This is an optimization exercise on Yosys and OpenROAD, whose aim is small area, a short achievable clock period and few clock cycles per item, not a production implementation. In this exercise RTL edits were held to simulation tests only and were not proved equivalent to the original. Power and IR drop assume default switching activity.

[flow/config.mk]
export PLATFORM = sky130hd
export DESIGN_NAME = mesm6_alu
export DESIGN_NICKNAME = mesm6_alu
export VERILOG_FILES = /design/flow/design.v
export SDC_FILE = /design/flow/constraint.sdc
export NUM_CORES = 4
export LEC_CHECK = 0
export ABC_AREA = 1
export CAP_MARGIN = 20
export CORE_MARGIN = 2
export CORE_UTILIZATION = 70
export SETUP_SLACK_MARGIN = 1.5
export SLEW_MARGIN = 20
[flow/standard.sh]
#!/bin/bash
# synth_recipe.tcl (not shown) runs the flow's synth.tcl, then flattens the netlist and writes it again
# the make line also repeats each setting of config.mk as NAME=value (left out here)
make -C /OpenROAD-flow-scripts/flow DESIGN_CONFIG=/design/flow/config.mk WORK_HOME=/design/flow/orfs CLKGATE_MAP_FILE= SYNTH_SCRIPT=/design/flow/synth_recipe.tcl "${@:-finish}"
[flow/flow/run.sh]
#!/bin/bash
# The standard layout (the standard.sh), with one change: synthesis maps
# adders to plain gates, which ABC sizes for speed, instead of extracting
# them into the library's full- and half-adder cells.
# ORFS keeps each step's log under orfs/logs/; make's own output goes to
# flow_make.log in this folder.
set -euo pipefail
bash standard.sh ADDER_MAP_FILE= finish > flow_make.log 2>&1
[flow/constraint.sdc]
create_clock -name core_clock -period 7.5 [get_ports {clk}]
set_input_delay 1.5000 -clock core_clock [delete_from_list [all_inputs] [get_ports {clk}]]
set_output_delay 1.5000 -clock core_clock [all_outputs]
set_load 0.01 [all_outputs]
[flow/design.v]
module alu_sequencer (
    input  logic       clk,
    input  logic       rst_n,
    input  logic [3:0] op,
    input  logic       wy,
    output logic       first,      
    output logic       second,     
    output logic       pack_q,     
    output logic       ysel,       
    output logic       addn,       
    output logic       yta,        
    output logic       done
);
    localparam logic [3:0] OP_NOP    = 4'd0;
    localparam logic [3:0] OP_YTA    = 4'd1;
    localparam logic [3:0] OP_XOR    = 4'd4;
    localparam logic [3:0] OP_ACX    = 4'd6;
    localparam logic [3:0] OP_ANX    = 4'd7;
    localparam logic [3:0] OP_SHIFT  = 4'd8;
    localparam logic [3:0] OP_PACK   = 4'd9;
    localparam logic [3:0] OP_UNPACK = 4'd10;
    logic is_nop, is_yta, is_bf;    
    assign is_nop = (op == OP_NOP);
    assign is_yta = (op == OP_YTA);
    assign is_bf  = (op == OP_UNPACK);
    assign first  = !second && !is_nop && !is_yta;
    always_ff @(posedge clk or negedge rst_n) begin
        if (!rst_n) begin
            second <= 1'b0;
            pack_q <= 1'b0;
            ysel   <= 1'b0;
            addn   <= 1'b0;
            yta    <= 1'b0;
            done   <= 1'b0;
        end else if (second) begin
            second <= 1'b0;
            done   <= 1'b1;
        end else begin
            second <= is_bf;
            done   <= !is_nop && !is_bf;
            yta    <= is_yta;
            if (is_nop) begin
                if (wy) ysel <= 1'b1;
            end else if (!is_yta) begin
                pack_q <= (op == OP_PACK);
                ysel   <= (op == OP_XOR) || (op == OP_ANX) || (op == OP_SHIFT);
                addn   <= (op == OP_ACX) || (op == OP_ANX);
            end
        end
    end
endmodule
module alu_ones16 (
    input  logic [15:0] w,
    output logic [4:0]  n
);
    logic [7:0][1:0] s1;
    logic [3:0][2:0] s2;
    logic [1:0][3:0] s3;
    genvar k;
    generate
        for (k = 0; k < 8; k++) begin : g1
            assign s1[k] = {1'b0, w[2*k]} + {1'b0, w[2*k+1]};
        end
        for (k = 0; k < 4; k++) begin : g2
            assign s2[k] = {1'b0, s1[2*k]} + {1'b0, s1[2*k+1]};
        end
        for (k = 0; k < 2; k++) begin : g3
            assign s3[k] = {1'b0, s2[2*k]} + {1'b0, s2[2*k+1]};
        end
    endgenerate
    assign n = {1'b0, s3[0]} + {1'b0, s3[1]};
endmodule
module alu_counts (
    input  logic [47:0] x,
    output logic [4:0]  top,       
    output logic [5:0]  top2,      
    output logic [5:0]  all        
);
    logic [4:0] p2, p1, p0;
    alu_ones16 u_p2 (.w(x[47:32]), .n(p2));
    alu_ones16 u_p1 (.w(x[31:16]), .n(p1));
    alu_ones16 u_p0 (.w(x[15:0]),  .n(p0));
    assign top  = p2;
    assign top2 = {1'b0, p2} + {1'b0, p1};
    assign all  = top2 + {1'b0, p0};
endmodule
module alu_lead (
    input  logic [47:0] a,
    output logic [5:0]  lzc,
    output logic [5:0]  n
);
    logic [6:0][63:0]    v;
    logic [6:0][6*64-1:0] z;
    assign v[0] = {a, 16'hffff};
    assign z[0] = '0;
    genvar l, g;
    generate
        for (l = 1; l <= 6; l++) begin : g_l
            for (g = 0; g < (64 >> l); g++) begin : g_g
                assign v[l][g] = v[l-1][2*g+1] | v[l-1][2*g];
                if (l == 1) begin : g_b
                    assign z[l][6*g +: 6] = {5'd0, ~v[0][2*g+1]};
                end else begin : g_m
                    assign z[l][6*g +: 6] = v[l-1][2*g+1]
                        ? z[l-1][6*(2*g+1) +: 6]
                        : (6'd1 << (l-1)) | z[l-1][6*(2*g) +: 6];
                end
            end
            for (g = (64 >> l); g < 64; g++) begin : g_pad
                assign v[l][g] = 1'b0;
                assign z[l][6*g +: 6] = '0;
            end
        end
    endgenerate
    assign lzc = z[6][5:0];
    assign n   = (lzc == 6'd48) ? 6'd0 : lzc + 6'd1;
endmodule
module alu_eac_add (
    input  logic [47:0] x,
    input  logic [47:0] z,
    output logic [47:0] s
);
    logic [6:0][47:0] gg;
    logic [6:0][47:0] pp;
    logic [47:0]      cin;
    assign gg[0] = x & z;
    assign pp[0] = x ^ z;
    genvar l, i;
    generate
        for (l = 0; l < 6; l++) begin : g_l
            for (i = 0; i < 48; i++) begin : g_i
                if ((i >> l) & 1) begin : g_m
                    localparam int Q = ((i >> l) << l) - 1;
                    assign gg[l+1][i] = gg[l][i] | (pp[l][i] & gg[l][Q]);
                    assign pp[l+1][i] = pp[l][i] & pp[l][Q];
                end else begin : g_p
                    assign gg[l+1][i] = gg[l][i];
                    assign pp[l+1][i] = pp[l][i];
                end
            end
        end
    endgenerate
    assign cin[0] = gg[6][47];
    generate
        for (i = 1; i < 48; i++) begin : g_c
            assign cin[i] = gg[6][i-1] | (pp[6][i-1] & gg[6][47]);
        end
    endgenerate
    assign s = pp[0] ^ cin;
endmodule
module alu_eac_inc (
    input  logic [47:0] z,
    input  logic [5:0]  n,
    output logic [47:0] s
);
    logic [6:0]  lo;
    logic        wrap;
    logic [6:0]  lo2;
    logic [6:0][41:0] pa;
    logic [41:0]      run;
    assign pa[0] = z[47:6];
    genvar l, i;
    generate
        for (l = 0; l < 6; l++) begin : g_l
            for (i = 0; i < 42; i++) begin : g_i
                if ((i >> l) & 1) begin : g_m
                    localparam int Q = ((i >> l) << l) - 1;
                    assign pa[l+1][i] = pa[l][i] & pa[l][Q];
                end else begin : g_p
                    assign pa[l+1][i] = pa[l][i];
                end
            end
        end
    endgenerate
    assign run  = {pa[6][40:0], 1'b1};
    assign lo   = {1'b0, z[5:0]} + {1'b0, n};
    assign wrap = lo[6] & pa[6][41];
    assign lo2  = {1'b0, z[5:0]} + {1'b0, n} + {6'd0, wrap};
    assign s[5:0]  = lo2[5:0];
    assign s[47:6] = z[47:6] ^ (run & {42{lo2[6]}});
endmodule
module alu_shifter (
    input  logic [47:0] a,
    input  logic [6:0]  c,
    input  logic        anx,
    input  logic [5:0]  lzc,
    output logic [47:0] rot,
    output logic [47:0] acc_mask,
    output logic [47:0] y_mask
);
    logic [47:0] r0, r1, r2, r4, r8;
    logic [3:0]  d;
    logic [1:0]  k;
    always_comb begin
        case (c[6:4])
            3'd0:    k = 2'd2;
            3'd1:    k = 2'd0;
            3'd2:    k = 2'd1;
            3'd3:    k = 2'd2;
            3'd4:    k = 2'd0;
            3'd5:    k = 2'd1;
            3'd6:    k = 2'd2;
            default: k = 2'd0;
        endcase
        if (anx) k = (lzc[5:4] == 2'd0) ? 2'd2 : (lzc[5:4] == 2'd1) ? 2'd1 : 2'd0;
    end
    assign d  = anx ? ~lzc[3:0] : c[3:0];
    assign r0 = anx ? {a[0], a[47:1]} : a;
    assign r1 = d[0] ? {r0[0],    r0[47:1]} : r0;
    assign r2 = d[1] ? {r1[1:0],  r1[47:2]} : r1;
    assign r4 = d[2] ? {r2[3:0],  r2[47:4]} : r2;
    assign r8 = d[3] ? {r4[7:0],  r4[47:8]} : r4;
    always_comb begin
        case (k)
            2'd1:    rot = {r8[15:0], r8[47:16]};
            2'd2:    rot = {r8[31:0], r8[47:32]};
            default: rot = r8;
        endcase
    end
    logic [5:0]  t;
    logic [47:0] low;
    logic        lo_to_acc, hi_to_acc, lo_to_y, hi_to_y;
    always_comb begin
        if (c >= 7'd64) begin
            if (c <= 7'd112) begin
                t = 6'(7'd112 - c);
                lo_to_acc = 1'b1; hi_to_acc = 1'b0; lo_to_y = 1'b0; hi_to_y = 1'b1;
            end else begin
                t = 6'(8'd160 - {1'b0, c});
                lo_to_acc = 1'b0; hi_to_acc = 1'b0; lo_to_y = 1'b1; hi_to_y = 1'b0;
            end
        end else begin
            if (c >= 7'd16) begin
                t = 6'(7'd64 - c);
                lo_to_acc = 1'b0; hi_to_acc = 1'b1; lo_to_y = 1'b1; hi_to_y = 1'b0;
            end else begin
                t = 6'(7'd16 - c);
                lo_to_acc = 1'b0; hi_to_acc = 1'b0; lo_to_y = 1'b0; hi_to_y = 1'b1;
            end
        end
        for (int i = 0; i < 48; i++) low[i] = (6'(i) < t);
    end
    assign acc_mask = (low & {48{lo_to_acc}}) | (~low & {48{hi_to_acc}});
    assign y_mask   = (low & {48{lo_to_y}})   | (~low & {48{hi_to_y}}) | {48{anx}};
endmodule
module alu_group_zeros (
    input  logic [47:0] m,
    output logic [25:0] zg         
);
    logic [5:0][3:0] n;            
    function automatic logic [3:0] zeros8(logic [7:0] w);
        logic [1:0] p0, p1, p2, p3;
        p0 = {1'b0, ~w[0]} + {1'b0, ~w[1]};
        p1 = {1'b0, ~w[2]} + {1'b0, ~w[3]};
        p2 = {1'b0, ~w[4]} + {1'b0, ~w[5]};
        p3 = {1'b0, ~w[6]} + {1'b0, ~w[7]};
        zeros8 = ({2'b0, p0} + {2'b0, p1}) + ({2'b0, p2} + {2'b0, p3});
    endfunction
    genvar g;
    generate
        for (g = 0; g < 6; g++) begin : g_n
            assign n[g] = zeros8(m[8*g +: 8]);
        end
    endgenerate
    logic [3:0] z4;
    logic [4:0] z3, z2;
    logic [5:0] z1, z0;
    assign z4 = n[5];
    assign z3 = {1'b0, z4} + {1'b0, n[4]};
    assign z2 = z3 + {1'b0, n[3]};
    assign z1 = {1'b0, z2} + {2'b0, n[2]};
    assign z0 = z1 + {2'b0, n[1]};
    assign zg = {z0, z1, z2, z3, z4};
endmodule
module alu_bitfield (
    input  logic [47:0] aq,        
    input  logic [47:0] bq,        
    input  logic [25:0] zg,        
    input  logic        unpack,
    output logic [47:0] packed_w,
    output logic [47:0] unpacked_w
);
    logic [5:0][5:0] base;         
    assign base[5] = 6'd0;
    assign base[4] = {2'd0, zg[3:0]};
    assign base[3] = {1'd0, zg[8:4]};
    assign base[2] = {1'd0, zg[13:9]};
    assign base[1] = zg[19:14];
    assign base[0] = zg[25:20];
    function automatic logic [2:0] zeros_above(logic [7:0] w, logic [2:0] k);
        logic [2:0] n;
        n = 3'd0;
        for (int j = 0; j < 8; j++) begin
            if (j > k) n = n + {2'd0, ~w[j]};
        end
        zeros_above = n;
    endfunction
    logic [5:0][47:0] c;
    genvar g, k;
    generate
        for (g = 0; g < 6; g++) begin : g_grp
            for (k = 0; k < 8; k++) begin : g_k
                logic [5:0] z;
                assign z = base[g] + {3'd0, zeros_above(bq[8*g +: 8], 3'(k))};
                assign c[0][8*g+k] = z[0];
                assign c[1][8*g+k] = z[1];
                assign c[2][8*g+k] = z[2];
                assign c[3][8*g+k] = z[3];
                assign c[4][8*g+k] = z[4];
                assign c[5][8*g+k] = z[5];
            end
        end
    endgenerate
    logic [6:0][47:0] x;
    logic [5:0][47:0] mv;
    logic [6:0][47:0] u;
    assign x[0] = bq & (aq | {48{unpack}});
    assign u[6] = aq;
    genvar i, p;
    generate
        for (i = 0; i < 6; i++) begin : g_st
            localparam int S = 1 << i;
            for (p = 0; p < 48; p++) begin : g_p
                if (p >= S) begin : g_in
                    assign x[i+1][p] = (x[i][p] & ~c[i][p]) | (x[i][p-S] & c[i][p-S]);
                end else begin : g_low
                    assign x[i+1][p] = x[i][p] & ~c[i][p];
                end
                if (p + S < 48) begin : g_u
                    assign u[i][p] = mv[i][p] ? u[i+1][p+S] : u[i+1][p];
                end else begin : g_uk
                    assign u[i][p] = u[i+1][p];
                end
            end
            assign mv[i] = x[i] & c[i];
        end
    endgenerate
    assign packed_w   = x[6];
    assign unpacked_w = u[0] & bq;
endmodule
module mesm6_alu (
    input  logic        clk,
    input  logic        rst_n,
    input  logic [3:0]  op,
    input  logic        wy,
    input  logic [47:0] a,
    input  logic [47:0] b,
    output logic [47:0] acc,
    output logic [47:0] y,
    output logic        done
);
    localparam logic [3:0] OP_NOP    = 4'd0;
    localparam logic [3:0] OP_AND    = 4'd2;
    localparam logic [3:0] OP_OR     = 4'd3;
    localparam logic [3:0] OP_XOR    = 4'd4;
    localparam logic [3:0] OP_ARX    = 4'd5;
    localparam logic [3:0] OP_ACX    = 4'd6;
    localparam logic [3:0] OP_ANX    = 4'd7;
    localparam logic [3:0] OP_SHIFT  = 4'd8;
    localparam logic [3:0] OP_PACK   = 4'd9;
    localparam logic [3:0] OP_UNPACK = 4'd10;
    logic first, second, pack_q, ysel, addn, yta;
    alu_sequencer u_sequencer (
        .clk    (clk),
        .rst_n  (rst_n),
        .op     (op),
        .wy     (wy),
        .first  (first),
        .second (second),
        .pack_q (pack_q),
        .ysel   (ysel),
        .addn   (addn),
        .yta    (yta),
        .done   (done)
    );
    logic [47:0] aq, bq;
    logic [5:0]  nq;       
    logic [5:0]  all;
    logic [5:0]  lzc, n_anx;
    logic [47:0] sum;
    logic [47:0] rot, acc_mask, y_mask;
    logic [47:0] packed_w, unpacked_w;
    logic [4:0]  unused_top;
    logic [5:0]  unused_top2;
    alu_counts u_count_a (
        .x    (a),
        .top  (unused_top),
        .top2 (unused_top2),
        .all  (all)
    );
    alu_lead u_lead (.a(a), .lzc(lzc), .n(n_anx));
    alu_eac_add u_add (.x(a), .z(b), .s(sum));
    alu_shifter u_shifter (
        .a        (a),
        .c        (b[47:41]),
        .anx      (op == OP_ANX),
        .lzc      (lzc),
        .rot      (rot),
        .acc_mask (acc_mask),
        .y_mask   (y_mask)
    );
    logic [25:0] zg, zq;
    alu_group_zeros u_group_zeros (.m(b), .zg(zg));
    alu_bitfield u_bitfield (
        .aq         (aq),
        .bq         (bq),
        .zg         (zq),
        .unpack     (!pack_q),
        .packed_w   (packed_w),
        .unpacked_w (unpacked_w)
    );
    always_ff @(posedge clk) begin
        if (second) begin
            bq <= unpacked_w;
        end else begin
            case (op)
                OP_AND:   bq <= a & b;
                OP_OR:    bq <= a | b;
                OP_XOR:   bq <= a ^ b;
                OP_ARX:   bq <= sum;
                OP_SHIFT: bq <= rot & acc_mask;
                default:  bq <= b;
            endcase
        end
        nq <= (op == OP_ACX) ? all : n_anx;
        zq <= zg;
        if (first) begin
            if (op == OP_ANX || op == OP_SHIFT) aq <= rot & y_mask;
            else                                aq <= a;
        end else if (op == OP_NOP && wy) begin
            aq <= a;
        end
    end
    logic [47:0] inc;
    alu_eac_inc u_inc (.z(bq), .n(nq), .s(inc));
    assign y   = ysel ? aq : '0;
    assign acc = yta ? y : addn ? inc : pack_q ? packed_w : bq;
endmodule
==> results of run 1 <==
## power by group through the flow
stage	registers, mW	logic (mW)	clock network, mW
after floorplan	0.992	6.68	0
after global placement	1.29	8.58	0
after detailed placement	1.29	8.78	0
after CTS	1.29	8.88	0.835
## layer usage
| metal | GRT overflow | GRT usage, % |
|---|---|---|
| met1 | 0 | 70.44 |
| met2 | 5 | 87.45 |
| met3 | 0 | 45.25 |
| met4 | 2 | 61.88 |
| met5 | 0 | 17.40 |
## what timing repair did
item / 4_1_cts
buffers inserted: 4
pin swaps: 3
setup endpoints to repair: 32
gates cloned: 0
gates resized for setup: 42
## logic make-up after synthesis
logic type                 count (synthesis)  share of synthesized area, %
buffers and inverters                   1218                         14.14
and+or+nand+nor                         4159                         53.45
muxes                                     21                        0.6527
adders and majority gates                  2                       0.06002
AOI/OAI and AO/OA                       1167                         19.93
xor gates and xnor gates                  81                         2.191
DFF                                      134                         9.573
## worst min-delay path by stage
stage | to | slack, ns | depth (start not counted)
after floorplan | bq[40]$_DFF_P_ | 0.46 | 2
after global placement | bq[40]$_DFF_P_ | 0.59 | 2
after detailed placement | bq[34]$_DFF_P_ | 0.60 | 2
after CTS | bq[34]$_DFF_P_ | 0.61 | 2
## metrics by stage
step	utilization, %	instances
after CTS	77.43	7428
after detailed placement	75.82	7392
after global placement	75.82	7392
after floorplan	-	6782
==> results.tsv, run 1 <==
stage	metric	value	unit
outcome	status	aborted with a tool error	
outcome	stop_stage	global routing	
outcome	firstError	[ERROR GRT-0232] Routing congestion too high. Check the congestion heatmap in the GUI.	
timing	grt-worst-endpoint	acc[40]	
die	std_cell_rows	79	
placed_design	placed_area	35450	µm²
placed_design	place_ws	1.005	ns
timing	endpoint_type	output port	
clocking	cts-buffers-inserted	17	
yosys	synthFlopType	dfxtp_1	
yosys	syn_nets	6885	
grt	track_usage	67.16	%
yosys	netlist_instances	6782	
die	die_w	222.3	µm
die	start_util	71.34	%
clocking	clockBufferDepth	2	
yosys	yosys_warnings	5	
grt	grt_max_degree	99	
yosys	synth.area.top_cells	nand2_1 26%, nand3_1 13%, inv_1 10%, nor2_1 6.7%, o21ai_0 6.1%	
placed_design	io_buffers	199	
yosys	ys_seq_elements	134	
yosys	netlist_top_cells_count	2347 x nand2_1, 912 x inv_1, 850 x nand3_1, 592 x nor2_1, 407 x o21ai_0	
grt	overflow	7	
clocking	clockRootBuffer	clkbuf_16	
yosys	synth_top_area_share	26.41	%
clocking	htree_levels	4	
yosys	netlist_area	33350	µm²
yosys	synthArstFlopShare	4.478	%
die	io_pins	200	
yosys	synth_cell_types	76	
yosys	synth_edf_count	48	
yosys	synth.yosys.seq_area_share	9.573	%
yosys	synth_top_area_cell	nand2_1	
placed_design	dp_hpwl	127500	µm
die	dieHeight	222.3	µm
clocking	cts-hold-fix-buffers	0	
clocking	clock-sinks	134	
yosys	syn_avg_cell_area	4.918	µm²
yosys	yosysMostFrequentCell	nand2_1	
placed_design	gp_congestion	1.389	
Testbench counts, summed over its fixed seeds: cycles 10,309, ops 4,800.
==> run 2: changes to the inputs <==
--- a/flow/design.v
+++ b/flow/design.v
@@ -4,11 +4,8 @@
     input  logic [3:0] op,
     input  logic       wy,
     output logic       first,      
-    output logic       second,     
-    output logic       pack_q,     
     output logic       ysel,       
-    output logic       addn,       
-    output logic       yta,        
+    output logic [4:0] asel,       
     output logic       done
 );
     localparam logic [3:0] OP_NOP    = 4'd0;
@@ -19,32 +16,27 @@
     localparam logic [3:0] OP_SHIFT  = 4'd8;
     localparam logic [3:0] OP_PACK   = 4'd9;
     localparam logic [3:0] OP_UNPACK = 4'd10;
-    logic is_nop, is_yta, is_bf;    
+    logic is_nop, is_yta;
     assign is_nop = (op == OP_NOP);
     assign is_yta = (op == OP_YTA);
-    assign is_bf  = (op == OP_UNPACK);
-    assign first  = !second && !is_nop && !is_yta;
+    assign first  = !is_nop && !is_yta;
+    logic sel_y, sel_n, sel_p, sel_u;
+    assign sel_y = is_yta;
+    assign sel_n = (op == OP_ACX) || (op == OP_ANX);
+    assign sel_p = (op == OP_PACK);
+    assign sel_u = (op == OP_UNPACK);
     always_ff @(posedge clk or negedge rst_n) begin
         if (!rst_n) begin
-            second <= 1'b0;
-            pack_q <= 1'b0;
-            ysel   <= 1'b0;
-            addn   <= 1'b0;
-            yta    <= 1'b0;
-            done   <= 1'b0;
-        end else if (second) begin
-            second <= 1'b0;
-            done   <= 1'b1;
+            ysel <= 1'b0;
+            asel <= 5'd0;
+            done <= 1'b0;
         end else begin
-            second <= is_bf;
-            done   <= !is_nop && !is_bf;
-            yta    <= is_yta;
+            done <= !is_nop;
+            asel <= {sel_y, sel_n, sel_p, sel_u, !(sel_y || sel_n || sel_p || sel_u)};
             if (is_nop) begin
                 if (wy) ysel <= 1'b1;
             end else if (!is_yta) begin
-                pack_q <= (op == OP_PACK);
-                ysel   <= (op == OP_XOR) || (op == OP_ANX) || (op == OP_SHIFT);
-                addn   <= (op == OP_ACX) || (op == OP_ANX);
+                ysel <= (op == OP_XOR) || (op == OP_ANX) || (op == OP_SHIFT);
             end
         end
     end
@@ -150,31 +142,25 @@
 endmodule
 module alu_eac_inc (
     input  logic [47:0] z,
+    input  logic [5:0]  tz,
     input  logic [5:0]  n,
     output logic [47:0] s
 );
     logic [6:0]  lo;
     logic        wrap;
     logic [6:0]  lo2;
-    logic [6:0][41:0] pa;
-    logic [41:0]      run;
-    assign pa[0] = z[47:6];
-    genvar l, i;
-    generate
-        for (l = 0; l < 6; l++) begin : g_l
-            for (i = 0; i < 42; i++) begin : g_i
-                if ((i >> l) & 1) begin : g_m
-                    localparam int Q = ((i >> l) << l) - 1;
-                    assign pa[l+1][i] = pa[l][i] & pa[l][Q];
-                end else begin : g_p
-                    assign pa[l+1][i] = pa[l][i];
-                end
-            end
+    logic [41:0] run;           
+    logic [7:0]  hi_eq, hi_gt, lo_ge;
+    always_comb begin
+        for (int h = 0; h < 8; h++) begin
+            hi_eq[h] = (tz[5:3] == 3'(h));
+            hi_gt[h] = (tz[5:3] > 3'(h));
+            lo_ge[h] = (tz[2:0] >= 3'(h));
         end
-    endgenerate
-    assign run  = {pa[6][40:0], 1'b1};
+        for (int k = 0; k < 42; k++) run[k] = hi_gt[k >> 3] | (hi_eq[k >> 3] & lo_ge[k & 7]);
+    end
     assign lo   = {1'b0, z[5:0]} + {1'b0, n};
-    assign wrap = lo[6] & pa[6][41];
+    assign wrap = lo[6] & (tz == 6'd42);
     assign lo2  = {1'b0, z[5:0]} + {1'b0, n} + {6'd0, wrap};
     assign s[5:0]  = lo2[5:0];
     assign s[47:6] = z[47:6] ^ (run & {42{lo2[6]}});
@@ -191,6 +177,8 @@
     logic [47:0] r0, r1, r2, r4, r8;
     logic [3:0]  d;
     logic [1:0]  k;
+    logic [5:0]  amt;
+    assign amt = (lzc == 6'd0 || lzc >= 6'd48) ? 6'd0 : 6'd48 - lzc;
     always_comb begin
         case (c[6:4])
             3'd0:    k = 2'd2;
@@ -202,10 +190,10 @@
             3'd6:    k = 2'd2;
             default: k = 2'd0;
         endcase
-        if (anx) k = (lzc[5:4] == 2'd0) ? 2'd2 : (lzc[5:4] == 2'd1) ? 2'd1 : 2'd0;
+        if (anx) k = amt[5:4];
     end
-    assign d  = anx ? ~lzc[3:0] : c[3:0];
-    assign r0 = anx ? {a[0], a[47:1]} : a;
+    assign d  = anx ? amt[3:0] : c[3:0];
+    assign r0 = a;
     assign r1 = d[0] ? {r0[0],    r0[47:1]} : r0;
     assign r2 = d[1] ? {r1[1:0],  r1[47:2]} : r1;
     assign r4 = d[2] ? {r2[3:0],  r2[47:4]} : r2;
@@ -276,7 +264,6 @@
     input  logic [47:0] aq,        
     input  logic [47:0] bq,        
     input  logic [25:0] zg,        
-    input  logic        unpack,
     output logic [47:0] packed_w,
     output logic [47:0] unpacked_w
 );
@@ -312,9 +299,8 @@
         end
     endgenerate
     logic [6:0][47:0] x;
-    logic [5:0][47:0] mv;
     logic [6:0][47:0] u;
-    assign x[0] = bq & (aq | {48{unpack}});
+    assign x[0] = bq & aq;
     assign u[6] = aq;
     genvar i, p;
     generate
@@ -327,12 +313,11 @@
                     assign x[i+1][p] = x[i][p] & ~c[i][p];
                 end
                 if (p + S < 48) begin : g_u
-                    assign u[i][p] = mv[i][p] ? u[i+1][p+S] : u[i+1][p];
+                    assign u[i][p] = c[i][p] ? u[i+1][p+S] : u[i+1][p];
                 end else begin : g_uk
                     assign u[i][p] = u[i+1][p];
                 end
             end
-            assign mv[i] = x[i] & c[i];
         end
     endgenerate
     assign packed_w   = x[6];
@@ -359,22 +344,21 @@
     localparam logic [3:0] OP_SHIFT  = 4'd8;
     localparam logic [3:0] OP_PACK   = 4'd9;
     localparam logic [3:0] OP_UNPACK = 4'd10;
-    logic first, second, pack_q, ysel, addn, yta;
+    logic       first, ysel;
+    logic [4:0] asel;
     alu_sequencer u_sequencer (
         .clk    (clk),
         .rst_n  (rst_n),
         .op     (op),
         .wy     (wy),
         .first  (first),
-        .second (second),
-        .pack_q (pack_q),
         .ysel   (ysel),
-        .addn   (addn),
-        .yta    (yta),
+        .asel   (asel),
         .done   (done)
     );
     logic [47:0] aq, bq;
     logic [5:0]  nq;       
+    logic [5:0]  tq;       
     logic [5:0]  all;
     logic [5:0]  lzc, n_anx;
     logic [47:0] sum;
@@ -389,6 +373,13 @@
         .all  (all)
     );
     alu_lead u_lead (.a(a), .lzc(lzc), .n(n_anx));
+    logic [5:0]  tz, unused_tn;
+    logic [47:0] b_rev;
+    always_comb begin
+        for (int i = 0; i < 42; i++) b_rev[47-i] = ~b[6+i];
+        b_rev[5:0] = 6'h3f;
+    end
+    alu_lead u_trail (.a(b_rev), .lzc(tz), .n(unused_tn));
     alu_eac_add u_add (.x(a), .z(b), .s(sum));
     alu_shifter u_shifter (
         .a        (a),
@@ -405,25 +396,21 @@
         .aq         (aq),
         .bq         (bq),
         .zg         (zq),
-        .unpack     (!pack_q),
         .packed_w   (packed_w),
         .unpacked_w (unpacked_w)
     );
     always_ff @(posedge clk) begin
-        if (second) begin
-            bq <= unpacked_w;
-        end else begin
-            case (op)
-                OP_AND:   bq <= a & b;
-                OP_OR:    bq <= a | b;
-                OP_XOR:   bq <= a ^ b;
-                OP_ARX:   bq <= sum;
-                OP_SHIFT: bq <= rot & acc_mask;
-                default:  bq <= b;
-            endcase
-        end
+        case (op)
+            OP_AND:   bq <= a & b;
+            OP_OR:    bq <= a | b;
+            OP_XOR:   bq <= a ^ b;
+            OP_ARX:   bq <= sum;
+            OP_SHIFT: bq <= rot & acc_mask;
+            default:  bq <= b;
+        endcase
         nq <= (op == OP_ACX) ? all : n_anx;
         zq <= zg;
+        tq <= tz;
         if (first) begin
             if (op == OP_ANX || op == OP_SHIFT) aq <= rot & y_mask;
             else                                aq <= a;
@@ -432,7 +419,9 @@
         end
     end
     logic [47:0] inc;
-    alu_eac_inc u_inc (.z(bq), .n(nq), .s(inc));
+    alu_eac_inc u_inc (.z(bq), .tz(tq), .n(nq), .s(inc));
     assign y   = ysel ? aq : '0;
-    assign acc = yta ? y : addn ? inc : pack_q ? packed_w : bq;
+    assign acc = (y          & {48{asel[4]}}) | (inc & {48{asel[3]}}) |
+                 (packed_w   & {48{asel[2]}}) |
+                 (unpacked_w & {48{asel[1]}}) | (bq  & {48{asel[0]}});
 endmodule
==> flow/flow/run.sh (replaced) <==
#!/bin/bash
# The standard layout (the standard.sh), with two changes:
#  - synthesis maps adders to plain gates, which ABC maps with the rest of
#    the logic, instead of extracting them into the library's full- and
#    half-adder cells;
#  - the buffer on each input and output port is a buf_4 rather than the
#    flow's default choice of a delay buffer.
# ORFS keeps each step's log under orfs/logs/; make's own output goes to
# flow_make.log in this folder.
set -euo pipefail
bash standard.sh ADDER_MAP_FILE= "BUFFER_PORTS_ARGS=-buffer_cell sky130_fd_sc_hd__buf_4" finish > flow_make.log 2>&1
--- a/flow/config.mk
+++ b/flow/config.mk
@@ -8,6 +8,6 @@
 export ABC_AREA = 1
 export CAP_MARGIN = 20
 export CORE_MARGIN = 2
-export CORE_UTILIZATION = 70
+export CORE_UTILIZATION = 60
 export SETUP_SLACK_MARGIN = 1.5
 export SLEW_MARGIN = 20
==> results.tsv, run 2 <==
stage	metric	value	unit
route	ant_nets	0	
grt	overflow	0	
final_layout	finish.net_count	6569	
yosys	netlist_instances	6420	
yosys	synth_top_area_share	24.66	%
route	route.met2.wl	64600	µm
timing	drv_slew	0	
placed_design	dp_hpwl	132300	µm
yosys	yosys_warnings	6	
timing	period_share	79.29	%
worst_setup_path	r2r_slack	6.22	ns
die	die_w	237.0	µm
yosys	synth_compound_area_share	20.67	%
power_and_ir_drop	p_int	3.996	mW
grt	grt_pass1_vias	41740	
worst_setup_path	reg2regPathDepth	3	
route	drt_iter0_markers	8257	
final_layout	syn2layout_area_growth	8.181	%
route	top_layer_used	met5	
timing	setup_violations	0	
yosys	synth_top_area_cell	nand2_1	
worst_hold_path	hp-class	primary input to async pin	
grt	antenna_found_initial	16	
worst_setup_path	path_class	flip-flop to primary output	
clocking	clockBufferDepth	2	
placed_design	place_ws	1.243	ns
route	vias_per_cell	6.484	
final_layout	fill_cells	5488	
power_and_ir_drop	clock_power_share	8.1	%
clocking	cts-hold-fix-buffers	0	
worst_setup_path	end_kind	primary output	
timing	tns	0	ns
power_and_ir_drop	max-vdd-ir-drop	0.2532	mV
route	dr_wl_met3	28470	µm
timing	slew_headroom	14.85	%
final_layout	layout_common_cells	2133 x nand2_1, 858 x inv_1, 713 x nand3_1	
yosys	synth_cell_types	82	
yosys	ys_seq_elements	141	
worst_setup_path	worst_ep_arrival_time	4.45	ns
yosys	synth_fa_ha_area_share	0.03073	%
grt	grt_max_degree	73	
timing	period_minus_slack	5.946	ns
die	std_cell_rows	85	
yosys	synth_edf_count	48	
worst_setup_path	start_kind	flip-flop	
clocking	worstSkewPairLatency	0.45	ns
power_and_ir_drop	power_frac_seq	12.4	%
yosys	synth-xor-area-share	3.387	%
timing	setup_ws	1.554	ns
outcome	status	timing/DRC/antenna clean	
route	firstDrtPassIters	13	
final_layout	postLayoutCellArea	35240	µm²
final_layout	drive_gt1_share	10.42	%
route	num_vias	46600	
power_and_ir_drop	comb_power_share	79.5	%
yosys	synth_mux_area_share	0.4647	%
timing	worstMarginPinSlew	1.273	ns
yosys	netlist_top_cells_count	2140 x nand2_1, 864 x inv_1, 716 x nand3_1, 638 x nor2_1, 334 x o21ai_0	
route	post_drt_wl_per_cell	23.45	µm
yosys	synthFlopType	dfxtp_1	
run	drv_cap	0	
final_layout	top_regs	aq: 48 flops, bq: 48 flops, zq: 26 flops	
worst_setup_path	r2r-start	u_sequencer.ysel$_DFFE_PN0P_	
die	start_util	60.66	%
grt	track_usage	57.71	%
yosys	syn_nets	6523	
route	wirelength	168500	µm
final_layout	post-route-util	65.62	%
placed_design	placed_area	34180	µm²
timing	hold_viol_final	0	
route	drcViolationCount	0	
yosys	yosysMostFrequentCell	nand2_1	
worst_setup_path	critical_path.startpoint	zq[5]$_DFF_P_	
final_layout	final_common_cell	nand2_1	
die	coreArea	53710	µm²
timing	skew	0	ns
power_and_ir_drop	power_switching	7.047	mW
clocking	clockRootBuffer	clkbuf_16	
worst_setup_path	cp.required	6.00	ns
yosys	synthSimpleGateAreaFrac	50.89	%
timing	rsz0062_at_grt	no	
worst_setup_path	slowest_delay	0.72	ns
yosys	synth.area.top_cells	nand2_1 25%, nand3_1 11%, inv_1 10%, nor2_1 7.4%, dfxtp_1 5.3%	
yosys	synth.yosys.seq_area_share	10.25	%
clocking	htree_levels	4	
placed_design	io_buffers	199	
timing	fmaxAchievable	168.2	MHz
yosys	netlist_area	32580	µm²
timing	holdWs	0.8427	ns
yosys	synth_top_family_by_area	simple AND/OR/NAND/NOR gates	
power_and_ir_drop	power.density	313.3	nW/µm²
clocking	clock-sinks	141	
clocking	cts-buffers-inserted	17	
die	io_pins	200	
die	dieHeight	237.0	µm
route	met1_length	54020	µm
grt	grt_pass1_wl	246300	µm
yosys	synthArstFlopShare	4.965	%
worst_setup_path	path_cells	clkinvlp_4, nor2_1, inv_1, nor2_1, inv_1, nor2_1, nor2_1, nor2_1, inv_1, nand2_1, nand2_1, o21ai_0, nand2_1, nand3_1, nand3_1, nand3_1, o211ai_1, nand2_1, nand2_1, buf_4	
clocking	cts_tree	yes	
placed_design	gp_congestion	1.216	
worst_setup_path	timing.rr.end	u_sequencer.ysel$_DFFE_PN0P_	
power_and_ir_drop	p_sw_share	63.82	%
clocking	clk_pin_slew	0.06	ns
power_and_ir_drop	p_leak	18.85	nW
worst_setup_path	worstPathMaxFanout	10	
die	die-area	56180	µm²
yosys	syn_avg_cell_area	5.074	µm²
worst_setup_path	slowest_stage	dfxtp_1	
[run 2: changes by cell type after synthesis, sizes merged, moves of 20 or more]
cell and delta:
a21oi -81, a22o +27, buf +20, clkbuf -42, inv -23, nand2 -172, nand3 -115, nand3b -37
nand4 -52, nor2 +59, o211ai -30, o21ai -62, o22ai +50, xor2 +31
[run 2: power by group through the flow]
stage                     Clock [mW]  Sequential [mW]  Combinational [mW]
after CTS                      0.878             1.29                8.11
after global placement             0             1.31                7.94
final                          0.892             1.37                8.78
after detailed placement           0             1.31                8.06
after global routing           0.907             1.34                9.42
after floorplan                    0             1.03                5.94
[run 2: worst max path at each step]
| stage | endpoint | cells past startpoint | slack (ns) |
|---|---|---|---|
| finish | acc[29] | 20 | 1.55 |
| detailed placement | bq[31]$_DFF_P_ | 25 | 1.24 |
| global placement | bq[31]$_DFF_P_ | 25 | 1.27 |
| CTS | acc[46] | 21 | 1.54 |
| global route | acc[17] | 27 | 1.40 |
| floorplan | acc[30] | 25 | 3.12 |
[run 2: critical path: cells and delay by family, from the launching register on]
kind                   cells  cell delay, ns
and+or+nand+nor           13            1.79
buffers and inverters      5            0.91
DFF                        1            0.72
AOI/OAI and AO/OA          2            0.55
[run 2: cell families (layout without fill, tap and decap cells)]
logic type	Yosys count	in the layout
AOI/OAI and AO/OA	1116	1116
xor gates and xnor gates	121	121
adders and majority gates	1	1
buffers and inverters	1176	1235
DFF	141	141
muxes	15	15
other	0	12
and+or+nand+nor	3850	3850
[run 2: per-layer routing]
metal,global-route usage [%],vias to the layer above
met5,1.385,-
met3,23.78,1396
met4,55.02,12
met2,82.62,4162
li1,-,20980
met1,64.21,20060
[run 2: final cells by class]
cell class,count,area (µm²),area share [%]
clock buffers,20,478.0,1.356
diodes,12,30.03,0.08521
well taps,696,870.8,2.471
multi-input cells,5103,24860,70.53
inverters,956,3625,10.29
flip-flops and latches,141,3407,9.667
repair buffers,247,1854,5.261
clock inverters,12,120.1,0.3408
[run 2: repair_timing]
item                                    4_1_cts  5_1_grt
buffers inserted                              0       12
gates resized for setup                      15      111
endpoints found under the setup margin       20       50
pin swaps                                     0        4
[run 2: per-stage QoR]
stage | instances | power (mW)
detailed placement | 7131 | 9.370
global placement | 7131 | 9.251
global route | 7182 | 11.67
CTS | 7163 | 10.28
finish | 7187 | 11.04
floorplan | 6420 | 6.964
Testbench counts of run 2, summed over its fixed seeds: cycles 9,600, ops 4,800.
==> run 3: changes to the inputs <==
--- a/flow/config.mk
+++ b/flow/config.mk
@@ -8,6 +8,6 @@
 export ABC_AREA = 1
 export CAP_MARGIN = 20
 export CORE_MARGIN = 2
-export CORE_UTILIZATION = 60
-export SETUP_SLACK_MARGIN = 1.5
+export CORE_UTILIZATION = 55
+export SETUP_SLACK_MARGIN = 1.75
 export SLEW_MARGIN = 20
==> results.tsv, run 3 <==
stage	metric	value	unit
yosys	netlist_instances	6420	
power_and_ir_drop	max-vdd-ir-drop	0.2878	mV
timing	hold_viol_final	0	
power_and_ir_drop	comb_power_share	80.4	%
worst_setup_path	path_cells	clkinvlp_4, nor2_1, inv_1, nor2_1, inv_1, nor2_1, inv_1, nor2_1, nor2_1, nor2_1, inv_1, nand2_1, nand2_1, o21ai_0, nand2_1, nand3_1, nand3_1, nand3_1, o211ai_1, nand2_1, nand2_1, buf_4	
worst_setup_path	end_kind	primary output	
yosys	synth_top_area_cell	nand2_1	
timing	setup_violations	0	
yosys	yosysMostFrequentCell	nand2_1	
clocking	worstSkewPairLatency	0.45	ns
power_and_ir_drop	power_frac_seq	12.0	%
die	start_util	55.41	%
grt	overflow	0	
route	post_drt_wl_per_cell	24.05	µm
yosys	synth_top_area_share	24.66	%
route	drt_iter0_markers	7364	
route	vias_per_cell	6.405	
grt	grt_pass1_vias	40910	
route	num_vias	46750	
route	drcViolationCount	0	
yosys	synth_edf_count	48	
placed_design	io_buffers	199	
yosys	synthArstFlopShare	4.965	%
yosys	netlist_area	32580	µm²
timing	skew	0	ns
timing	drv_slew	0	
yosys	synth.yosys.seq_area_share	10.25	%
yosys	synth.area.top_cells	nand2_1 25%, nand3_1 11%, inv_1 10%, nor2_1 7.4%, dfxtp_1 5.3%	
timing	fmaxAchievable	172.0	MHz
run	drv_cap	0	
grt	grt_pass1_wl	249500	µm
worst_setup_path	worstPathMaxFanout	5	
final_layout	postLayoutCellArea	36360	µm²
worst_setup_path	cp.required	6.00	ns
yosys	syn_nets	6523	
worst_setup_path	path_buf_inv	6	
power_and_ir_drop	p_sw_share	63.64	%
route	wirelength	175500	µm
die	std_cell_rows	89	
worst_setup_path	start_kind	flip-flop	
die	io_pins	200	
placed_design	gp_congestion	1.164	
die	dieHeight	247.4	µm
timing	rsz0062_at_grt	yes	
clocking	clockBufferDepth	2	
power_and_ir_drop	power_switching	7.345	mW
yosys	synthFlopType	dfxtp_1	
route	firstDrtPassIters	10	
power_and_ir_drop	clock_power_share	7.6	%
timing	slew_headroom	27.91	%
clocking	htree_levels	4	
final_layout	layout_common_cells	2103 x nand2_1, 848 x inv_1, 679 x nand3_1	
final_layout	finish.net_count	6609	
die	die-area	61190	µm²
worst_setup_path	path_delay_family	simple AND/OR/NAND/NOR gates	
clocking	cts_tree	yes	
timing	period_minus_slack	5.813	ns
power_and_ir_drop	power.density	317.4	nW/µm²
yosys	syn_avg_cell_area	5.074	µm²
timing	tns	0	ns
worst_setup_path	worst_ep_arrival_time	4.31	ns
worst_setup_path	cpMostUsedCell	nor2_1	
power_and_ir_drop	p_leak	19.23	nW
yosys	netlist_top_cells_count	2140 x nand2_1, 864 x inv_1, 716 x nand3_1, 638 x nor2_1, 334 x o21ai_0	
outcome	status	timing/DRC/antenna clean	
power_and_ir_drop	p_int	4.197	mW
yosys	synth_cell_types	82	
clocking	clk_pin_slew	0.09	ns
final_layout	drive_gt1_share	12.95	%
power_and_ir_drop	fin_total_pwr	11.54	mW
worst_hold_path	hp-class	primary input to async pin	
grt	track_usage	54.54	%
clocking	clockRootBuffer	clkbuf_16	
placed_design	dp.cells	7212	
die	die_w	247.4	µm
route	ant_nets	0	
placed_design	placed_area	34310	µm²
clocking	cts-buffers-inserted	17	
final_layout	stdcell_count	7298	
worst_setup_path	slowest_stage	dfxtp_1	
placed_design	dp_hpwl	139000	µm
timing	period_share	77.50	%
yosys	ys_seq_elements	141	
final_layout	final_common_cell	nand2_1	
final_layout	post-route-util	61.84	%
worst_setup_path	slowest_delay	0.58	ns
yosys	yosys_warnings	6	
timing	worstMarginPinSlew	1.077	ns
worst_setup_path	path_class	flip-flop to primary output	
grt	grt_max_degree	79	
die	coreArea	58800	µm²
final_layout	top_regs	aq: 48 flops, bq: 48 flops, zq: 26 flops	
clocking	clock-sinks	141	
final_layout	syn2layout_area_growth	11.60	%
grt	antenna_found_initial	9	
run 3: cell counts after synthesis:
No cell type changed its count.
run 3: power groups by stage:
| stage | clock (mW) | sequential [mW] | combinational (mW) |
|---|---|---|---|
| finish | 0.876 | 1.38 | 9.28 |
| global route | 0.897 | 1.36 | 9.99 |
| CTS | 0.862 | 1.31 | 8.25 |
| detailed placement | 0 | 1.32 | 8.16 |
| global placement | 0 | 1.32 | 8.07 |
| floorplan | 0 | 1.03 | 5.94 |
run 3: path summary, 6_finish.rpt:
kind,startpoint,cells past startpoint,slack (ns),end
hold reg to reg,u_sequencer.ysel$_DFFE_PN0P_,3,1.02,u_sequencer.ysel$_DFFE_PN0P_
setup reg to reg,u_sequencer.ysel$_DFFE_PN0P_,3,6.22,u_sequencer.ysel$_DFFE_PN0P_
hold / removal,rst_n,1,0.85,u_sequencer.asel[3]$_DFF_PN0_
min in group core_clock,u_sequencer.ysel$_DFFE_PN0P_,3,1.02,u_sequencer.ysel$_DFFE_PN0P_
max in group asynchronous,rst_n,1,6.53,u_sequencer.asel[0]$_DFF_PN0_
setup / recovery,zq[4]$_DFF_P_,22,1.69,acc[29]
run 3: cells by family (layout without fill, tap and decap cells):
family                   Yosys count  after routing  synth area share (%)
AO/OA/AOI/OAI                   1116           1117                 20.67
other                              0              6                     0
AND/OR/NAND/NOR                 3850           3850                 50.89
multiplexers                      15             15                0.4647
flip-flops                       141            141                 10.25
adder cells (fa/ha/maj)            1              1               0.03073
XOR/XNOR                         121            121                 3.387
buffers and inverters           1176           1274                 14.31
run 3: per-stage QoR:
step           worst slack [ns]  hold slack (ns)
2_1_floorplan             3.118           0.9731
3_3_place_gp              1.394           0.9586
3_5_place_dp              1.394           0.9820
4_1_cts                   1.760           0.8546
5_1_grt                   1.304           0.8521
6_report                  1.687           0.8512
run 3: what timing repair did:
action / CTS / global route
gates resized for setup: 44 / 267
buffers inserted: 1 / 46
hold buffers: 0 / 0
pin swaps: 0 / 44
setup endpoints to repair: 48 / 97
gates cloned: 0 / 1
run 3: layout make-up:
type                            count  area [µm²]
Antenna cell                        6       15.01
Clock buffer                       21       503.0
Clock inverter                     11       91.34
Fill cell                        6063       22440
Inverter                          956        3638
Multi-Input combinational cell   5104       25530
Sequential cell                   141        3440
Tap cell                          773       967.2
Timing Repair Buffer              286        2173
run 3: layer usage:
metal	routed length, µm	track usage [%]
met1	57510	61.86
met2	68750	79.26
met3	27480	19.29
met4	21790	51.57
met5	13	0
run 3: worst register-to-register path, stage by stage, from the launching register on:
cell and delay, ns:
dfrtp_1 0.32, buf_4 0.61, nor2_1 0.14, a21oi_1 0.14
==> run 4: changes to the inputs <==
==> flow/flow/run.sh (replaced) <==
#!/bin/bash
# The standard layout (the standard.sh), with three changes:
#  - synthesis maps adders to plain gates, which ABC maps with the rest of
#    the logic, instead of extracting them into the library's full- and
#    half-adder cells;
#  - ABC maps the logic with flow/abc_map.script (structural choices, then
#    mapping for a 2.5 ns target with area recovery) instead of the flow's
#    area script; the synthesis is otherwise synth_recipe.tcl unchanged;
#  - the buffer on each input and output port is a buf_4 rather than the
#    flow's default choice of a delay buffer.
# ORFS keeps each step's log under orfs/logs/; make's own output goes to
# flow_make.log in this folder.
set -euo pipefail
here=$(pwd)
{
    echo "proc abc {args} {"
    echo "    set i [lsearch -exact \$args -script]"
    echo "    if {\$i >= 0} { lset args [expr {\$i + 1}] $here/flow/abc_map.script }"
    echo "    yosys abc {*}\$args"
    echo "}"
    cat synth_recipe.tcl
} > synth_abc.tcl
bash standard.sh ADDER_MAP_FILE= "BUFFER_PORTS_ARGS=-buffer_cell sky130_fd_sc_hd__buf_4" \
    SYNTH_SCRIPT="$here/synth_abc.tcl" finish > flow_make.log 2>&1
==> flow/flow/abc_map.script (new file) <==
strash
dch
map -D 2500
topo
stime -c
buffer -c
upsize -c
dnsize -c
--- a/flow/config.mk
+++ b/flow/config.mk
@@ -8,6 +8,6 @@
 export ABC_AREA = 1
 export CAP_MARGIN = 20
 export CORE_MARGIN = 2
-export CORE_UTILIZATION = 55
-export SETUP_SLACK_MARGIN = 1.75
+export CORE_UTILIZATION = 60
+export SETUP_SLACK_MARGIN = 2.0
 export SLEW_MARGIN = 20
==> results.tsv, run 4 <==
stage	metric	value	unit
yosys	netlist_instances	5656	
timing	endpoint_type	output port	
clocking	clockRootBuffer	clkbuf_16	
yosys	syn_nets	5759	
die	io_pins	200	
grt	track_usage	80.95	%
yosys	yosys_warnings	6	
clocking	cts-hold-fix-buffers	0	
yosys	yosysMostFrequentCell	nand2_1	
yosys	ys_seq_elements	141	
die	die_w	228.7	µm
die	dieHeight	228.7	µm
outcome	firstError	[ERROR GRT-0232] Routing congestion too high. Check the congestion heatmap in the GUI.	
placed_design	dp.cells	6368	
yosys	synth_cell_types	78	
yosys	synth_top_area_cell	nand2_1	
die	start_util	60.64	%
die	std_cell_rows	82	
grt	overflow	158	
clocking	clockBufferDepth	2	
clocking	cts-buffers-inserted	17	
placed_design	dp_hpwl	131000	µm
placed_design	placed_area	32180	µm²
yosys	synth.yosys.seq_area_share	11.02	%
yosys	synthArstFlopShare	4.965	%
yosys	synthFlopType	dfxtp_1	
yosys	synth_edf_count	48	
timing	grt-worst-endpoint	acc[40]	
yosys	synth_top_area_share	15.30	%
yosys	synth.area.top_cells	nand2_1 15%, nor2_1 12%, inv_1 8.6%, o21ai_0 7.8%, nand3_1 6.7%	
grt	grt_max_degree	91	
clocking	htree_levels	4	
yosys	syn_avg_cell_area	5.357	µm²
yosys	netlist_area	30300	µm²
placed_design	io_buffers	199	
clocking	clock-sinks	141	
outcome	stop_stage	global routing	
outcome	status	aborted with a tool error	
yosys	netlist_top_cells_count	1235 x nand2_1, 931 x nor2_1, 694 x inv_1, 471 x o21ai_0, 404 x nand3_1	
placed_design	gp_congestion	1.248	
[run 4: per-layer routing]
layer | track usage (%) | overflow
met5 | 31.07 | 0
met1 | 81.47 | 1
met4 | 82.15 | 75
met3 | 66.54 | 2
met2 | 95.86 | 80
[run 4: cells by family after synthesis]
kind of cell,share of synthesized area (%)
multiplexers,1.140
XOR/XNOR,6.347
AND/OR/NAND/NOR,38.06
adder cells (fa/ha/maj),0.09912
flip-flops,11.02
AO/OA/AOI/OAI,31.59
buffers and inverters,11.74
[run 4: power by group through the flow]
stage | clock, mW | combinational (mW) | sequential (mW)
2_1_floorplan | 0 | 6.04 | 1.02
3_3_place_gp | 0 | 8.17 | 1.31
3_5_place_dp | 0 | 8.26 | 1.32
4_1_cts | 0.825 | 9.17 | 1.32
[run 4: worst max path at each step]
stage                 endpoint  cells after the start  slack (ns)
2_1_floorplan          acc[24]                     24        2.76
3_3_place_gp   aq[2]$_DFFE_PP_                     19        0.88
3_5_place_dp   aq[2]$_DFFE_PP_                     19        1.12
4_1_cts                acc[36]                     19        1.96
[run 4: repair_timing]
| item | in CTS |
|---|---|
| buffers inserted | 81 |
| resized for setup | 340 |
| endpoints found under the setup margin | 66 |
| pin swaps | 77 |
| gates cloned | 2 |
[run 4: stage by stage]
step           setup slack, ns  hold WS (ns)  power, mW
2_1_floorplan            2.757        0.9400      7.063
3_5_place_dp             1.118        0.9672      9.577
4_1_cts                  1.965        0.8471      11.31
3_3_place_gp            0.8847        0.9186      9.479
==> run 5: changes to the inputs <==
--- a/flow/config.mk
+++ b/flow/config.mk
@@ -8,6 +8,6 @@
 export ABC_AREA = 1
 export CAP_MARGIN = 20
 export CORE_MARGIN = 2
-export CORE_UTILIZATION = 60
-export SETUP_SLACK_MARGIN = 2.0
+export CORE_UTILIZATION = 55
+export SETUP_SLACK_MARGIN = 1.5
 export SLEW_MARGIN = 20
==> results.tsv, run 5 <==
stage	metric	value	unit
worst_setup_path	path_delay_family	compound AO/OA/AOI/OAI gates	
route	top_layer_used	met5	
die	dieHeight	238.7	µm
power_and_ir_drop	p_sw_share	64.02	%
power_and_ir_drop	max-vdd-ir-drop	0.2790	mV
clocking	htree_levels	4	
grt	antenna_found_initial	10	
yosys	synth.area.top_cells	nand2_1 15%, nor2_1 12%, inv_1 8.6%, o21ai_0 7.8%, nand3_1 6.7%	
route	post_drt_wl_per_cell	27.40	µm
route	num_vias	45310	
final_layout	layout_common_cells	1216 x nand2_1, 899 x nor2_1, 683 x inv_1	
power_and_ir_drop	power_frac_seq	12.0	%
final_layout	final_common_cell	nand2_1	
worst_setup_path	worstPathMaxFanout	6	
timing	hold_viol_final	0	
final_layout	drive_gt1_share	11.34	%
final_layout	finish.net_count	5875	
route	firstDrtPassIters	14	
yosys	synthFlopType	dfxtp_1	
die	die_w	238.7	µm
clocking	clockBufferDepth	2	
final_layout	fill_cells	5424	
worst_setup_path	end_kind	primary output	
clocking	clk_pin_slew	0.07	ns
outcome	status	timing/DRC/antenna clean	
grt	grt_pass1_vias	39980	
timing	skew	0	ns
worst_setup_path	path_class	flip-flop to primary output	
clocking	worstSkewPairLatency	0.46	ns
worst_setup_path	path_depth	18	
yosys	yosys_warnings	6	
final_layout	syn2layout_area_growth	13.36	%
power_and_ir_drop	p_leak	16.15	nW
yosys	ys_seq_elements	141	
clocking	clock-sinks	141	
power_and_ir_drop	power.density	354.5	nW/µm²
yosys	synth_top_area_share	15.30	%
route	ant_nets	0	
die	coreArea	54770	µm²
final_layout	top_regs	aq: 48 flops, bq: 48 flops, zq: 26 flops	
yosys	syn_nets	5759	
yosys	synthArstFlopShare	4.965	%
timing	fmaxAchievable	156.3	MHz
power_and_ir_drop	p_int	4.380	mW
route	wirelength	178000	µm
worst_hold_path	hp-class	primary input to async pin	
worst_setup_path	timing.rr.end	u_sequencer.ysel$_DFFE_PN0P_	
yosys	yosysMostFrequentCell	nand2_1	
worst_setup_path	slowest_delay	0.80	ns
yosys	synth_edf_count	48	
worst_setup_path	reg2regPathDepth	3	
grt	track_usage	59.11	%
yosys	synth.yosys.seq_area_share	11.02	%
worst_setup_path	start_kind	flip-flop	
worst_setup_path	cp.required	6.00	ns
yosys	synth_top_area_cell	nand2_1	
worst_setup_path	r2r-start	u_sequencer.ysel$_DFFE_PN0P_	
route	drcViolationCount	0	
timing	worstMarginPinSlew	1.138	ns
die	io_pins	200	
worst_setup_path	path_cells	clkinvlp_4, nor2_2, o21ai_0, nand2_2, xor2_2, xor2_1, xor2_1, xor2_1, or2_2, nand2_1, o22ai_1, o21a_1, a32o_2, nand2_1, o211ai_1, nand2_1, o211ai_1, buf_4	
timing	slew_headroom	23.83	%
power_and_ir_drop	clock_power_share	7.3	%
yosys	netlist_top_cells_count	1235 x nand2_1, 931 x nor2_1, 694 x inv_1, 471 x o21ai_0, 404 x nand3_1	
worst_setup_path	slowest_stage	o211ai_1	
route	dr_wl_met3	29060	µm
die	start_util	55.32	%
route	route.met2.wl	68660	µm
yosys	syn_avg_cell_area	5.357	µm²
worst_setup_path	worst_ep_arrival_time	4.90	ns
worst_setup_path	path_buf_inv	2	
die	die-area	56980	µm²
route	met1_length	56170	µm
clocking	cts-hold-fix-buffers	0	
worst_setup_path	critical_path.startpoint	bq[2]$_DFF_P_	
timing	period_minus_slack	6.396	ns
power_and_ir_drop	power_switching	7.794	mW
route	vias_per_cell	6.975	
yosys	netlist_instances	5656	
timing	period_share	85.28	%
clocking	cts-buffers-inserted	17	
placed_design	dp_hpwl	138600	µm
worst_setup_path	r2r_slack	6.13	ns
route	drt_iter0_markers	8144	
timing	drv_slew	0	
yosys	synth_cell_types	78	
placed_design	gp_congestion	1.182	
timing	setup_violations	0	
placed_design	placed_area	32270	µm²
run	drv_cap	0	
yosys	netlist_area	30300	µm²
grt	grt_pass1_wl	250000	µm
worst_setup_path	endpoint	acc[41]	
clocking	cts_tree	yes	
power_and_ir_drop	comb_power_share	80.7	%
final_layout	postLayoutCellArea	34350	µm²
timing	tns	0	ns
clocking	clockRootBuffer	clkbuf_16	
grt	overflow	0	
grt	grt_max_degree	71	
timing	rsz0062_at_grt	yes	
placed_design	io_buffers	199	
die	std_cell_rows	86	
run 5: through the flow:
| stage | setup slack (ns) | std cells | utilization (%) | power [mW] | hold WS [ns] |
|---|---|---|---|---|---|
| floorplan | 2.757 | 5656 | - | 7.063 | 0.9400 |
| finish | 1.104 | 6496 | 62.71 | 12.17 | 0.8429 |
| detailed placement | 1.103 | 6405 | 58.92 | 9.731 | 0.9797 |
| CTS | 1.495 | 6444 | 60.37 | 10.75 | 0.8330 |
| global route | 1.086 | 6490 | 62.68 | 12.72 | 0.8490 |
| global placement | 1.181 | 6405 | 58.92 | 9.642 | 0.9327 |
run 5: what timing repair did:
action	4_1_cts	5_1_grt
pin swaps	5	39
endpoints found under the setup margin	48	94
gates cloned	0	1
resized for setup	65	253
setup buffers	7	44
run 5: logic make-up (layout without fill, tap and decap cells):
kind of cell / count (synthesis) / count (layout) / share of synthesized area, %
xor gates and xnor gates: 199 / 199 / 6.347
adders and majority gates: 3 / 3 / 0.09912
and+or+nand+nor: 2787 / 2787 / 38.06
muxes: 34 / 34 / 1.140
other: 0 / 7 / 0
DFF: 141 / 141 / 11.02
buffers and inverters: 926 / 1054 / 11.74
AOI/OAI and AO/OA: 1566 / 1567 / 31.59
run 5: power by group through the flow:
stage | clock network (mW) | logic (mW) | registers [mW]
after floorplan | 0 | 6.04 | 1.02
after global placement | 0 | 8.28 | 1.36
after detailed placement | 0 | 8.37 | 1.36
after CTS | 0.875 | 8.52 | 1.35
after global routing | 0.898 | 10.4 | 1.42
final | 0.887 | 9.83 | 1.46
run 5: per-layer routing:
metal	global-route usage [%]	up-vias
li1	-	19540
met1	64.98	19760
met2	84.50	4461
met3	23.76	1545
met4	59.58	6
met5	0.9524	-
run 5: final cells by class:
type / count / area [µm²] / share of cell area (%)
diodes: 7 / 17.52 / 0.05100
clock buffers: 19 / 454.2 / 1.322
clock inverters: 13 / 130.1 / 0.3789
inverters: 721 / 2754 / 8.018
multi-input cells: 4590 / 24380 / 70.97
flip-flops and latches: 141 / 3448 / 10.04
well taps: 704 / 880.8 / 2.565
repair buffers: 301 / 2285 / 6.652
run 5: how the worst min path moves through the flow:
stage / from / to / slack (ns) / cells after the start
6_report: rst_n / u_sequencer.ysel$_DFFE_PN0P_ / 0.84 / 1
5_1_grt: rst_n / u_sequencer.ysel$_DFFE_PN0P_ / 0.85 / 1
4_1_cts: rst_n / u_sequencer.ysel$_DFFE_PN0P_ / 0.83 / 1
3_5_place_dp: u_sequencer.ysel$_DFFE_PN0P_ / u_sequencer.ysel$_DFFE_PN0P_ / 0.98 / 3
3_3_place_gp: u_sequencer.ysel$_DFFE_PN0P_ / u_sequencer.ysel$_DFFE_PN0P_ / 0.93 / 3
2_1_floorplan: u_sequencer.ysel$_DFFE_PN0P_ / u_sequencer.ysel$_DFFE_PN0P_ / 0.94 / 4
==> run 6: changes to the inputs <==
--- a/flow/design.v
+++ b/flow/design.v
@@ -5,7 +5,7 @@
     input  logic       wy,
     output logic       first,      
     output logic       ysel,       
-    output logic [4:0] asel,       
+    output logic [3:0] asel,       
     output logic       done
 );
     localparam logic [3:0] OP_NOP    = 4'd0;
@@ -20,19 +20,18 @@
     assign is_nop = (op == OP_NOP);
     assign is_yta = (op == OP_YTA);
     assign first  = !is_nop && !is_yta;
-    logic sel_y, sel_n, sel_p, sel_u;
-    assign sel_y = is_yta;
+    logic sel_n, sel_p, sel_u;
     assign sel_n = (op == OP_ACX) || (op == OP_ANX);
     assign sel_p = (op == OP_PACK);
     assign sel_u = (op == OP_UNPACK);
     always_ff @(posedge clk or negedge rst_n) begin
         if (!rst_n) begin
             ysel <= 1'b0;
-            asel <= 5'd0;
+            asel <= 4'd0;
             done <= 1'b0;
         end else begin
             done <= !is_nop;
-            asel <= {sel_y, sel_n, sel_p, sel_u, !(sel_y || sel_n || sel_p || sel_u)};
+            asel <= {sel_n, sel_p, sel_u, !(sel_n || sel_p || sel_u)};
             if (is_nop) begin
                 if (wy) ysel <= 1'b1;
             end else if (!is_yta) begin
@@ -251,13 +250,14 @@
         end
     endgenerate
     logic [3:0] z4;
-    logic [4:0] z3, z2;
+    logic [4:0] z3, z2, n32;
     logic [5:0] z1, z0;
-    assign z4 = n[5];
-    assign z3 = {1'b0, z4} + {1'b0, n[4]};
-    assign z2 = z3 + {1'b0, n[3]};
-    assign z1 = {1'b0, z2} + {2'b0, n[2]};
-    assign z0 = z1 + {2'b0, n[1]};
+    assign z4  = n[5];
+    assign z3  = {1'b0, n[5]} + {1'b0, n[4]};
+    assign n32 = {1'b0, n[3]} + {1'b0, n[2]};
+    assign z2  = z3 + {1'b0, n[3]};
+    assign z1  = {1'b0, z3} + {1'b0, n32};
+    assign z0  = z1 + {2'b0, n[1]};
     assign zg = {z0, z1, z2, z3, z4};
 endmodule
 module alu_bitfield (
@@ -335,6 +335,7 @@
     output logic        done
 );
     localparam logic [3:0] OP_NOP    = 4'd0;
+    localparam logic [3:0] OP_YTA    = 4'd1;
     localparam logic [3:0] OP_AND    = 4'd2;
     localparam logic [3:0] OP_OR     = 4'd3;
     localparam logic [3:0] OP_XOR    = 4'd4;
@@ -345,7 +346,7 @@
     localparam logic [3:0] OP_PACK   = 4'd9;
     localparam logic [3:0] OP_UNPACK = 4'd10;
     logic       first, ysel;
-    logic [4:0] asel;
+    logic [3:0] asel;
     alu_sequencer u_sequencer (
         .clk    (clk),
         .rst_n  (rst_n),
@@ -406,6 +407,7 @@
             OP_XOR:   bq <= a ^ b;
             OP_ARX:   bq <= sum;
             OP_SHIFT: bq <= rot & acc_mask;
+            OP_YTA:   bq <= y;
             default:  bq <= b;
         endcase
         nq <= (op == OP_ACX) ? all : n_anx;
@@ -421,7 +423,6 @@
     logic [47:0] inc;
     alu_eac_inc u_inc (.z(bq), .tz(tq), .n(nq), .s(inc));
     assign y   = ysel ? aq : '0;
-    assign acc = (y          & {48{asel[4]}}) | (inc & {48{asel[3]}}) |
-                 (packed_w   & {48{asel[2]}}) |
-                 (unpacked_w & {48{asel[1]}}) | (bq  & {48{asel[0]}});
+    assign acc = (inc        & {48{asel[3]}}) | (packed_w & {48{asel[2]}}) |
+                 (unpacked_w & {48{asel[1]}}) | (bq       & {48{asel[0]}});
 endmodule
==> results.tsv, run 6 <==
stage	metric	value	unit
grt	overflow	0	
yosys	netlist_top_cells_count	1268 x nand2_1, 911 x nor2_1, 671 x inv_1, 471 x o21ai_0, 391 x a21oi_1	
final_layout	final_common_cell	nand2_1	
worst_setup_path	slowest_stage	xor2_2	
die	std_cell_rows	86	
worst_setup_path	path_class	flip-flop to primary output	
timing	fmaxAchievable	160.9	MHz
timing	period_share	82.86	%
clocking	cts-hold-fix-buffers	0	
worst_setup_path	path_delay_family	compound AO/OA/AOI/OAI gates	
die	coreArea	54880	µm²
worst_setup_path	path_depth	15	
final_layout	drive_gt1_share	12.69	%
timing	period_minus_slack	6.215	ns
yosys	netlist_area	30390	µm²
die	die_w	239.1	µm
worst_setup_path	worstPathMaxFanout	13	
clocking	clockRootBuffer	clkbuf_16	
die	die-area	57140	µm²
die	start_util	55.37	%
clocking	clk_pin_slew	0.07	ns
yosys	syn_nets	5757	
worst_hold_path	hp-class	primary input to async pin	
power_and_ir_drop	p_sw_share	63.76	%
worst_setup_path	reg2regPathDepth	7	
worst_setup_path	r2r_slack	5.31	ns
timing	holdWs	0.8401	ns
yosys	ys_seq_elements	140	
power_and_ir_drop	clock_power_share	7.4	%
route	post_drt_wl_per_cell	27.55	µm
worst_setup_path	end_kind	primary output	
power_and_ir_drop	comb_power_share	81.6	%
clocking	clockBufferDepth	2	
placed_design	dp_hpwl	139800	µm
final_layout	layout_common_cells	1237 x nand2_1, 880 x nor2_1, 660 x inv_1	
power_and_ir_drop	max-vdd-ir-drop	0.3001	mV
power_and_ir_drop	p_leak	16.31	nW
yosys	synth_top_area_cell	nand2_1	
route	drt_iter0_markers	8634	
route	vias_per_cell	6.960	
timing	rsz0062_at_grt	yes	
placed_design	placed_area	32360	µm²
worst_setup_path	cpMostUsedCell	o21ai_0	
yosys	synthArstFlopShare	4.286	%
grt	grt_pass1_vias	39390	
timing	hold_viol_final	0	
final_layout	postLayoutCellArea	34640	µm²
outcome	status	timing/DRC/antenna clean	
die	io_pins	200	
clocking	worstSkewPairLatency	0.47	ns
run	drv_cap	0	
timing	skew	0.01799	ns
route	drcViolationCount	0	
route	num_vias	45380	
grt	antenna_found_initial	13	
yosys	synth_cell_types	89	
final_layout	stdcell_count	6520	
yosys	synth.yosys.seq_area_share	10.90	%
power_and_ir_drop	p_int	4.404	mW
worst_setup_path	path_cells	inv_1, nor2_1, nand2_1, xor2_2, a21oi_1, o21ai_0, o21ai_0, nand2_1, o21ai_0, o21ai_0, a21oi_1, o21ai_0, nand3_1, o21bai_1, buf_4	
worst_setup_path	timing.rr.end	bq[6]$_DFF_P_	
clocking	cts-buffers-inserted	17	
route	ant_nets	0	
worst_setup_path	r2r-start	u_sequencer.ysel$_DFFE_PN0P_	
power_and_ir_drop	power_frac_seq	11.0	%
grt	grt_max_degree	67	
yosys	synth_edf_count	48	
timing	tns	0	ns
yosys	yosysMostFrequentCell	nand2_1	
final_layout	syn2layout_area_growth	14.00	%
final_layout	top_regs	aq: 48 flops, bq: 48 flops, zq: 26 flops	
## run 6: changes by cell type after synthesis, moves of 16 or more
cell	previous run	this run
inv_1	694	671
nand3_1	404	388
or2_2	20	37
xor2_1	162	135
a21oi_1	366	391
nand2_1	1235	1268
o211ai_1	91	74
nor2_1	931	911
## run 6: routing by layer
layer | global-route usage (%) | wire, µm | vias to the layer above
met1 | 66.47 | 57950 | 19860
met4 | 54.34 | 22800 | 6
met5 | 0 | 77 | -
met3 | 26.67 | 31050 | 1485
li1 | - | - | 19550
met2 | 82.97 | 67770 | 4478
## run 6: worst max path at each step
stage	from	to	slack (ns)
after CTS	bq[11]$_DFF_P_	acc[10]	1.48
after detailed placement	a[36]	aq[8]$_DFFE_PP_	1.12
after global placement	a[35]	aq[8]$_DFFE_PP_	1.08
after global routing	bq[15]$_DFF_P_	acc[0]	1.23
final	zq[17]$_DFF_P_	acc[0]	1.29
after floorplan	bq[13]$_DFF_P_	acc[0]	2.80
## run 6: cell type report
| cell class | instances | area (µm²) |
|---|---|---|
| Clock inverter | 15 | 151.4 |
| Tap cell | 704 | 880.8 |
| Timing Repair Buffer | 315 | 2410 |
| Inverter | 716 | 2741 |
| Clock buffer | 17 | 425.4 |
| Sequential cell | 140 | 3407 |
| Antenna cell | 7 | 17.52 |
| Fill cell | 5418 | 20240 |
| Multi-Input combinational cell | 4606 | 24610 |
## run 6: cell families after synthesis
family | share of synthesized area, %
buf+inv | 11.74
mux | 1.396
simple gates | 38.87
compound gates | 31.50
flops | 10.90
xor+xnor | 5.402
fa+ha+maj | 0.1977
## run 6: repair_timing
item | in CTS | in global routing
buffers inserted | 1 | 59
gates resized for setup | 78 | 274
pin swaps | 5 | 60
endpoints found under the hold margin | 0 | 0
cloned | 0 | 3
setup endpoints to repair | 47 | 138
## run 6: per-stage QoR
stage                     setup WS (ns)  total power [mW]
final                             1.285             12.15
after global routing              1.232             12.67
after global placement            1.078             9.619
after CTS                         1.478             10.71
after detailed placement          1.123             9.684
after floorplan                   2.795             7.027
## run 6: power by group through the flow
stage | registers, mW | clock network [mW] | logic [mW]
final | 1.34 | 0.895 | 9.92
after global routing | 1.31 | 0.899 | 10.5
after CTS | 1.26 | 0.873 | 8.58
after detailed placement | 1.27 | 0 | 8.42
after global placement | 1.27 | 0 | 8.35
after floorplan | 1.03 | 0 | 6.00
## run 6: worst register-to-register path, stage by stage (launching register included)
cell       delay (ns)
dfrtp_1          0.38
clkinv_1         0.05
buf_4            0.54
nor2_1           0.20
nand2_1          0.17
o21ai_0          0.10
a2111oi_0        0.40
a32oi_1          0.18
Testbench counts of run 6, summed over its fixed seeds: cycles 9,600, ops 4,800.

Check on run 6: ideal ports give 1.285 ns setup slack; a clkbuf_16 on the clock port and buf_2 on the inputs give 1.229 ns; moving port delays by the midpoint clock arrival (0.515 ns) as well gives 0.961 ns.
